Source: an optimization exercise on an open RTL-to-GDS flow (aim: a short achievable clock period and few clock cycles). Production flows keep margins and buffers that such runs may drop.
In this exercise RTL edits were held to simulation tests only and were not proved equivalent to the original.
No activity file was given, so power comes from the tool's default toggle rates.

==> job 1306: inputs <==
==> flow/design.v (excerpt) <==
module rv_core_top (
    input  logic                  clk,
    input  logic                  rst_n,
    input  rv_core_pkg::word_t    imem_insn,      
    output rv_core_pkg::word_t    imem_addr,
    output logic                  retire_valid,   
    output rv_core_pkg::reg_idx_t retire_rd,
    output rv_core_pkg::word_t    retire_data
);
Settings: LEC_CHECK=0, CAP_MARGIN=20, CORE_ASPECT_RATIO=0.5, CORE_MARGIN=2, CORE_UTILIZATION=50, SETUP_SLACK_MARGIN=3.5, SLEW_MARGIN=20, SYNTH_HIERARCHICAL=1, SYNTH_MINIMUM_KEEP_SIZE=0, TNS_END_PERCENT=100; clock period 5.2 ns.
run.sh (not shown) runs the stock make flow with config.mk's settings and CLKGATE_MAP_FILE= SYNTH_SCRIPT=/design/flow/synth_recipe.tcl, a recipe that flattens the netlist after the stock synthesis.
==> job 7039 (differences from job 1306) <==
--- a/flow/design.v
+++ b/flow/design.v
@@ -311,18 +311,19 @@
 );
     localparam int W = 32;
     rv_core_pkg::word_t a;
     rv_core_pkg::word_t b;
     logic [4:0]         sl_n;      
     logic [4:0]         sr_n;      
-    logic [19:0]        sl_nq;     
-    logic [19:0]        sr_nq;     
+    logic [15:0]        sl_nq;     
+    logic [15:0]        sr_nq;     
     rv_core_pkg::word_t sa_l;      
     rv_core_pkg::word_t sa_r;
     logic [3:0]         fill_q;    
     logic [3:0]         fill_nq;   
+    logic               sr_fill;   
     logic               l_xor, l_or, l_and;
     rv_core_pkg::word_t p;         
     rv_core_pkg::word_t pn;        
     rv_core_pkg::word_t c;         
     rv_core_pkg::word_t cd;        
     rv_core_pkg::word_t t;         
@@ -331,63 +332,64 @@
     rv_alu_add #(.SUB(0)) add_i (.a(a), .b(b), .p(p), .pn(pn), .c(c),  .t(t), .g(g), .cout());
     rv_alu_add #(.SUB(1)) sub_i (.a(a), .b(b), .p(),  .pn(),   .c(cd), .t(),  .g(),  .cout(cout_sub));
     rv_core_pkg::word_t lg;
     for (genvar i = 0; i < W; i++) begin : lgc
         rv_g_logic u (.p(p[i]), .t(t[i]), .g(g[i]), .lx(l_xor), .lo(l_or), .la(l_and), .y(lg[i]));
     end
-    rv_core_pkg::word_t sl_n_out;  
-    rv_core_pkg::word_t sr_n_out;  
+    rv_core_pkg::word_t sl4;       
+    rv_core_pkg::word_t sr4;       
     for (genvar k = 0; k < 4; k++) begin : amt
-        rv_reg5 sl_q (.clk(clk), .d(nxt_l[4:0]), .q(sl_nq[5*k +: 5]));
-        rv_reg5 sr_q (.clk(clk), .d(nxt_r[4:0]), .q(sr_nq[5*k +: 5]));
+        rv_reg4 sl_q (.clk(clk), .d(nxt_l[4:1]), .q(sl_nq[4*k +: 4]));
+        rv_reg4 sr_q (.clk(clk), .d(nxt_r[4:1]), .q(sr_nq[4*k +: 4]));
     end
     rv_reg4 fl_q  (.clk(clk), .d({4{nxt_f[W-1]}}),  .q(fill_q));
     rv_reg4 fln_q (.clk(clk), .d({4{~nxt_f[W-1]}}), .q(fill_nq));
     rv_reg32 sa_lq (.clk(clk), .d(nxt_a), .q(sa_l));
     rv_reg32 sa_rq (.clk(clk), .d(nxt_a), .q(sa_r));
-    rv_alu_shift5 #(.LEFT(1)) sll_i (.x(sa_l), .n(sl_nq), .fill('0),     .fill_n('1),      .yn(sl_n_out));
-    rv_alu_shift5 #(.LEFT(0)) srl_i (.x(sa_r), .n(sr_nq), .fill(fill_q), .fill_n(fill_nq), .yn(sr_n_out));
+    rv_alu_shift4 #(.LEFT(1)) sll_i (.x(sa_l), .n(sl_nq), .fill('0),     .fill_n('1),      .y(sl4));
+    rv_alu_shift4 #(.LEFT(0)) srl_i (.x(sa_r), .n(sr_nq), .fill(fill_q), .fill_n(fill_nq), .y(sr4));
     logic [7:0] ws, as, bs, ls, rs, fs;   
     logic       x31;    
     assign x31 = a[W-1] ^ b[W-1];
-    function automatic logic [10:0] term_sel(input logic [7:0] s);
+    function automatic logic [10:0] term_sel(input logic [7:0] s, input logic n0_l, input logic n0_r);
         term_sel[0]  = s[0];
         term_sel[1]  = s[1];
         term_sel[2]  = s[0] | s[1];
         term_sel[3]  = s[2];
         term_sel[4]  = s[3];
-        term_sel[5]  = ~s[4];
-        term_sel[6]  = ~s[5];
-        term_sel[7]  = 1'b0;
-        term_sel[8]  = 1'b0;
+        term_sel[5]  = s[4] & n0_l;
+        term_sel[6]  = s[4] & ~n0_l;
+        term_sel[7]  = s[5] & n0_r;
+        term_sel[8]  = s[5] & ~n0_r;
         term_sel[9]  = s[7] | (s[6] & ~x31);
         term_sel[10] = s[6] & x31 & a[W-1];
     endfunction
     rv_core_pkg::word_t alu_res;
     rv_core_pkg::word_t nxt_a;
     rv_core_pkg::word_t nxt_b;
     rv_core_pkg::word_t nxt_l;
     rv_core_pkg::word_t nxt_r;
     rv_core_pkg::word_t nxt_f;
-    rv_alu_pick pick_w (.ts(term_sel(ws)), .p(p), .pn(pn), .c(c), .cd(cd), .lg(lg),
-                        .dv('0),  .sln(sl_n_out), .srn(sr_n_out), .cout_sub(cout_sub), .y(alu_res));
-    rv_alu_pick pick_a (.ts(term_sel(as)), .p(p), .pn(pn), .c(c), .cd(cd), .lg(lg),
-                        .dv(d_a), .sln(sl_n_out), .srn(sr_n_out), .cout_sub(cout_sub), .y(nxt_a));
-    rv_alu_pick pick_b (.ts(term_sel(bs)), .p(p), .pn(pn), .c(c), .cd(cd), .lg(lg),
-                        .dv(d_b), .sln(sl_n_out), .srn(sr_n_out), .cout_sub(cout_sub), .y(nxt_b));
-    rv_alu_pick pick_l (.ts(term_sel(ls)), .p(p), .pn(pn), .c(c), .cd(cd), .lg(lg),
-                        .dv(d_b), .sln(sl_n_out), .srn(sr_n_out), .cout_sub(cout_sub), .y(nxt_l));
-    rv_alu_pick pick_r (.ts(term_sel(rs)), .p(p), .pn(pn), .c(c), .cd(cd), .lg(lg),
-                        .dv(d_b), .sln(sl_n_out), .srn(sr_n_out), .cout_sub(cout_sub), .y(nxt_r));
-    rv_alu_pick pick_f (.ts(term_sel(fs)), .p(p), .pn(pn), .c(c), .cd(cd), .lg(lg),
-                        .dv(d_a), .sln(sl_n_out), .srn(sr_n_out), .cout_sub(cout_sub), .y(nxt_f));
+    rv_alu_pick pick_w (.ts(term_sel(ws, sl_n[0], sr_n[0])), .p(p), .pn(pn), .c(c), .cd(cd), .lg(lg),
+                        .dv('0),  .sl4(sl4), .sr4(sr4), .fill(sr_fill), .cout_sub(cout_sub), .y(alu_res));
+    rv_alu_pick pick_a (.ts(term_sel(as, sl_n[0], sr_n[0])), .p(p), .pn(pn), .c(c), .cd(cd), .lg(lg),
+                        .dv(d_a), .sl4(sl4), .sr4(sr4), .fill(sr_fill), .cout_sub(cout_sub), .y(nxt_a));
+    rv_alu_pick pick_b (.ts(term_sel(bs, sl_n[0], sr_n[0])), .p(p), .pn(pn), .c(c), .cd(cd), .lg(lg),
+                        .dv(d_b), .sl4(sl4), .sr4(sr4), .fill(sr_fill), .cout_sub(cout_sub), .y(nxt_b));
+    rv_alu_pick pick_l (.ts(term_sel(ls, sl_n[0], sr_n[0])), .p(p), .pn(pn), .c(c), .cd(cd), .lg(lg),
+                        .dv(d_b), .sl4(sl4), .sr4(sr4), .fill(sr_fill), .cout_sub(cout_sub), .y(nxt_l));
+    rv_alu_pick pick_r (.ts(term_sel(rs, sl_n[0], sr_n[0])), .p(p), .pn(pn), .c(c), .cd(cd), .lg(lg),
+                        .dv(d_b), .sl4(sl4), .sr4(sr4), .fill(sr_fill), .cout_sub(cout_sub), .y(nxt_r));
+    rv_alu_pick pick_f (.ts(term_sel(fs, sl_n[0], sr_n[0])), .p(p), .pn(pn), .c(c), .cd(cd), .lg(lg),
+                        .dv(d_a), .sl4(sl4), .sr4(sr4), .fill(sr_fill), .cout_sub(cout_sub), .y(nxt_f));
     always_ff @(posedge clk) begin
         a       <= nxt_a;
         b       <= nxt_b;
         sl_n    <= nxt_l[4:0];
         sr_n    <= nxt_r[4:0];
+        sr_fill <= nxt_f[W-1];
         l_xor   <= d_sel[6];
         l_or    <= d_sel[7];
         l_and   <= d_sel[8];
         wb_data <= alu_res;
     end
     function automatic logic [7:0] sel_of(input logic [8:0] s, input logic fw, input logic dv);
@@ -501,28 +503,28 @@
             end
         end
     end
     assign c    = {gg[5][30:0], SUB ? 1'b1 : 1'b0};
     assign cout = gg[5][31];
 endmodule
-module rv_alu_shift5 #(
+module rv_alu_shift4 #(
     parameter bit LEFT = 1
 ) (
     input  logic [31:0] x,
-    input  logic [19:0] n,        
+    input  logic [15:0] n,      
     input  logic [3:0]  fill,     
     input  logic [3:0]  fill_n,   
-    output logic [31:0] yn
+    output logic [31:0] y
 );
-    logic [31:0] v [0:5];   
+    logic [31:0] v [0:4];   
     assign v[0] = x;
-    for (genvar k = 0; k < 5; k++) begin : st
+    for (genvar k = 0; k < 4; k++) begin : st
         for (genvar i = 0; i < 32; i++) begin : bt
             localparam int SRC = LEFT ? i - (16 >> k) : i + (16 >> k);
             logic s;
-            assign s = n[5*(i/8) + 4 - k];
+            assign s = n[4*(i/8) + 3 - k];
             if (SRC >= 0 && SRC < 32) begin : m
                 rv_g_mux2i u (.s(s), .a1(v[k][SRC]), .a0(v[k][i]), .y(v[k+1][i]));
             end else if (LEFT) begin : z
                 if (k % 2 == 0) begin : t2n
                     rv_g_zf_t2n u (.s(s), .x(v[k][i]), .y(v[k+1][i]));
                 end else begin : n2t
@@ -534,61 +536,60 @@
                 end else begin : n2t
                     rv_g_mux2i u (.s(s), .a1(fill_n[i/8]), .a0(v[k][i]), .y(v[k+1][i]));
                 end
             end
         end
     end
-    assign yn = v[5];
+    assign y = v[4];
 endmodule
 module rv_alu_pick (
     input  logic [10:0] ts,
     input  logic [31:0] p,         
     input  logic [31:0] pn,        
     input  logic [31:0] c,         
     input  logic [31:0] cd,        
     input  logic [31:0] lg,
     input  logic [31:0] dv,
-    input  logic [31:0] sln,       
-    input  logic [31:0] srn,       
+    input  logic [31:0] sl4,
+    input  logic [31:0] sr4,
+    input  logic        fill,
     input  logic        cout_sub,  
     output logic [31:0] y
 );
-    logic x0a, x0b, x0c, t0, h0l, h0r;
+    logic x0a, x0b, x0c, t0;
     rv_g_a221oi u0a (.a1(ts[2]), .a2(p[0]), .b1(ts[3]), .b2(lg[0]), .c(ts[10]), .y(x0a));
-    rv_g_nor2   u0l (.a(ts[5]), .b(sln[0]), .y(h0l));    
-    rv_g_nor2   u0r (.a(ts[6]), .b(srn[0]), .y(h0r));    
-    rv_g_nor2   u0b (.a(h0l), .b(h0r), .y(x0b));
-    rv_g_nand2  u0c (.a(ts[4]), .b(dv[0]), .y(x0c));
+    rv_g_aoi22  u0b (.a1(ts[4]), .a2(dv[0]), .b1(ts[6]), .b2(sl4[0]), .y(x0b));
+    rv_g_aoi22  u0c (.a1(ts[7]), .a2(sr4[1]), .b1(ts[8]), .b2(sr4[0]), .y(x0c));
     rv_g_nand2b u0d (.a(ts[9]), .bn(cout_sub), .y(t0));
     rv_g_nand4  u0y (.a(x0a), .b(x0b), .c(x0c), .d(t0), .y(y[0]));
     for (genvar i = 1; i < 32; i++) begin : bt
         logic x_lg, q1, q0, d1, d0, t_s;
-        logic h_l, h_r, x_s1, r1, r0, f1, f0, t_d;
+        logic x_s1, x_s2, r1, r0, f1, f0, t_d;
         rv_g_aoi22 ul (.a1(ts[3]), .a2(lg[i]), .b1(ts[4]), .b2(dv[i]), .y(x_lg));
         rv_g_nand2 uq1 (.a(ts[0]), .b(pn[i]), .y(q1));
         rv_g_nand2 uq0 (.a(ts[0]), .b(p[i]),  .y(q0));
         rv_g_nand2 ud1 (.a(x_lg), .b(q1), .y(d1));
         rv_g_nand2 ud0 (.a(x_lg), .b(q0), .y(d0));
         rv_g_mux2i us  (.s(c[i]), .a1(d1), .a0(d0), .y(t_s));
-        rv_g_nor2 u1 (.a(ts[5]), .b(sln[i]), .y(h_l));    
-        rv_g_nor2 u2 (.a(ts[6]), .b(srn[i]), .y(h_r));    
-        rv_g_nor2 u3 (.a(h_l), .b(h_r), .y(x_s1));
+        rv_g_aoi22 u1 (.a1(ts[5]), .a2(sl4[i-1]), .b1(ts[6]), .b2(sl4[i]), .y(x_s1));
+        if (i < 31) begin : lo
+            rv_g_aoi22 u2 (.a1(ts[7]), .a2(sr4[i+1]), .b1(ts[8]), .b2(sr4[i]), .y(x_s2));
+        end else begin : hi
+            rv_g_aoi22 u2 (.a1(ts[7]), .a2(fill), .b1(ts[8]), .b2(sr4[i]), .y(x_s2));
+        end
         rv_g_nand2 ur1 (.a(ts[1]), .b(p[i]),  .y(r1));    
         rv_g_nand2 ur0 (.a(ts[1]), .b(pn[i]), .y(r0));    
-        rv_g_nand2 uf1 (.a(x_s1), .b(r1), .y(f1));
-        rv_g_nand2 uf0 (.a(x_s1), .b(r0), .y(f0));
+        rv_g_nand3 uf1 (.a(x_s1), .b(x_s2), .c(r1), .y(f1));
+        rv_g_nand3 uf0 (.a(x_s1), .b(x_s2), .c(r0), .y(f0));
         rv_g_mux2i ud  (.s(cd[i]), .a1(f1), .a0(f0), .y(t_d));
         rv_g_nand2 uy (.a(t_s), .b(t_d), .y(y[i]));
     end
 endmodule
 module rv_reg4 (input logic clk, input logic [3:0] d, output logic [3:0] q);
     always_ff @(posedge clk) q <= d;
 endmodule
-module rv_reg5 (input logic clk, input logic [4:0] d, output logic [4:0] q);
-    always_ff @(posedge clk) q <= d;
-endmodule
 module rv_reg32 (input logic clk, input logic [31:0] d, output logic [31:0] q);
     always_ff @(posedge clk) q <= d;
 endmodule
 module rv_g_inv   (input logic a, output logic y);                 assign y = ~a;        endmodule
 module rv_g_nand2 (input logic a, input logic b, output logic y);  assign y = ~(a & b);  endmodule
 module rv_g_nor2  (input logic a, input logic b, output logic y);  assign y = ~(a | b);  endmodule
==> notes <==
Between job 1306 and job 7039, the lower total power is in job 7039 (gap about 2%, measured against job 7039).
Against job 1306, the critical path depth of job 7039 is lower by 1.
Between job 7039 and job 1306, the lower die area is in job 1306 (gap 1.4%, measured against job 1306).
Job 1306 completed without violations. Job 7039 produced a clean layout.
Of job 1306 and job 7039, job 1306 has the higher combinational power (gap 29%, measured against job 7039).
In global-route usage, job 1306 and job 7039 hardly differ.
Between job 7039 and job 1306, the lower maximum frequency is in job 1306 (gap 8.8%, measured against job 1306).
In job 1306 the clock-buffer cell count is lower than in job 7039, by 6.
Testbench counts of job 1306, summed over its fixed seeds: cycles 12,040.
Testbench counts of job 7039, summed over its fixed seeds: cycles 12,040.

[afterwards: timing with drivers on the ports]
Ports are ideal in the flow. The routed layouts listed here were re-timed in OpenROAD.
Step 1, drivers: a clkbuf_16 drives clk and a buf_2 each remaining input, both assumed.
Step 2 also shifts input and output timing later by t, the mid clock arrival at the registers, as if the neighbouring blocks saw the same clock.
Slacks: ideal ports / drivers / drivers and shift; pairs: ideal ports / drivers.
run	shift t [ns]	setup slack, ns	worst hold slack (ns)	worst setup path at the end
job 1306	0.873	2.410 / 2.410 / 2.410	0.247 / 0.200 / 0.326	register to register
job 7039	0.885	2.635 / 2.635 / 2.635	0.292 / 0.226 / 0.325	register to register
After both steps every run listed still meets setup and hold.
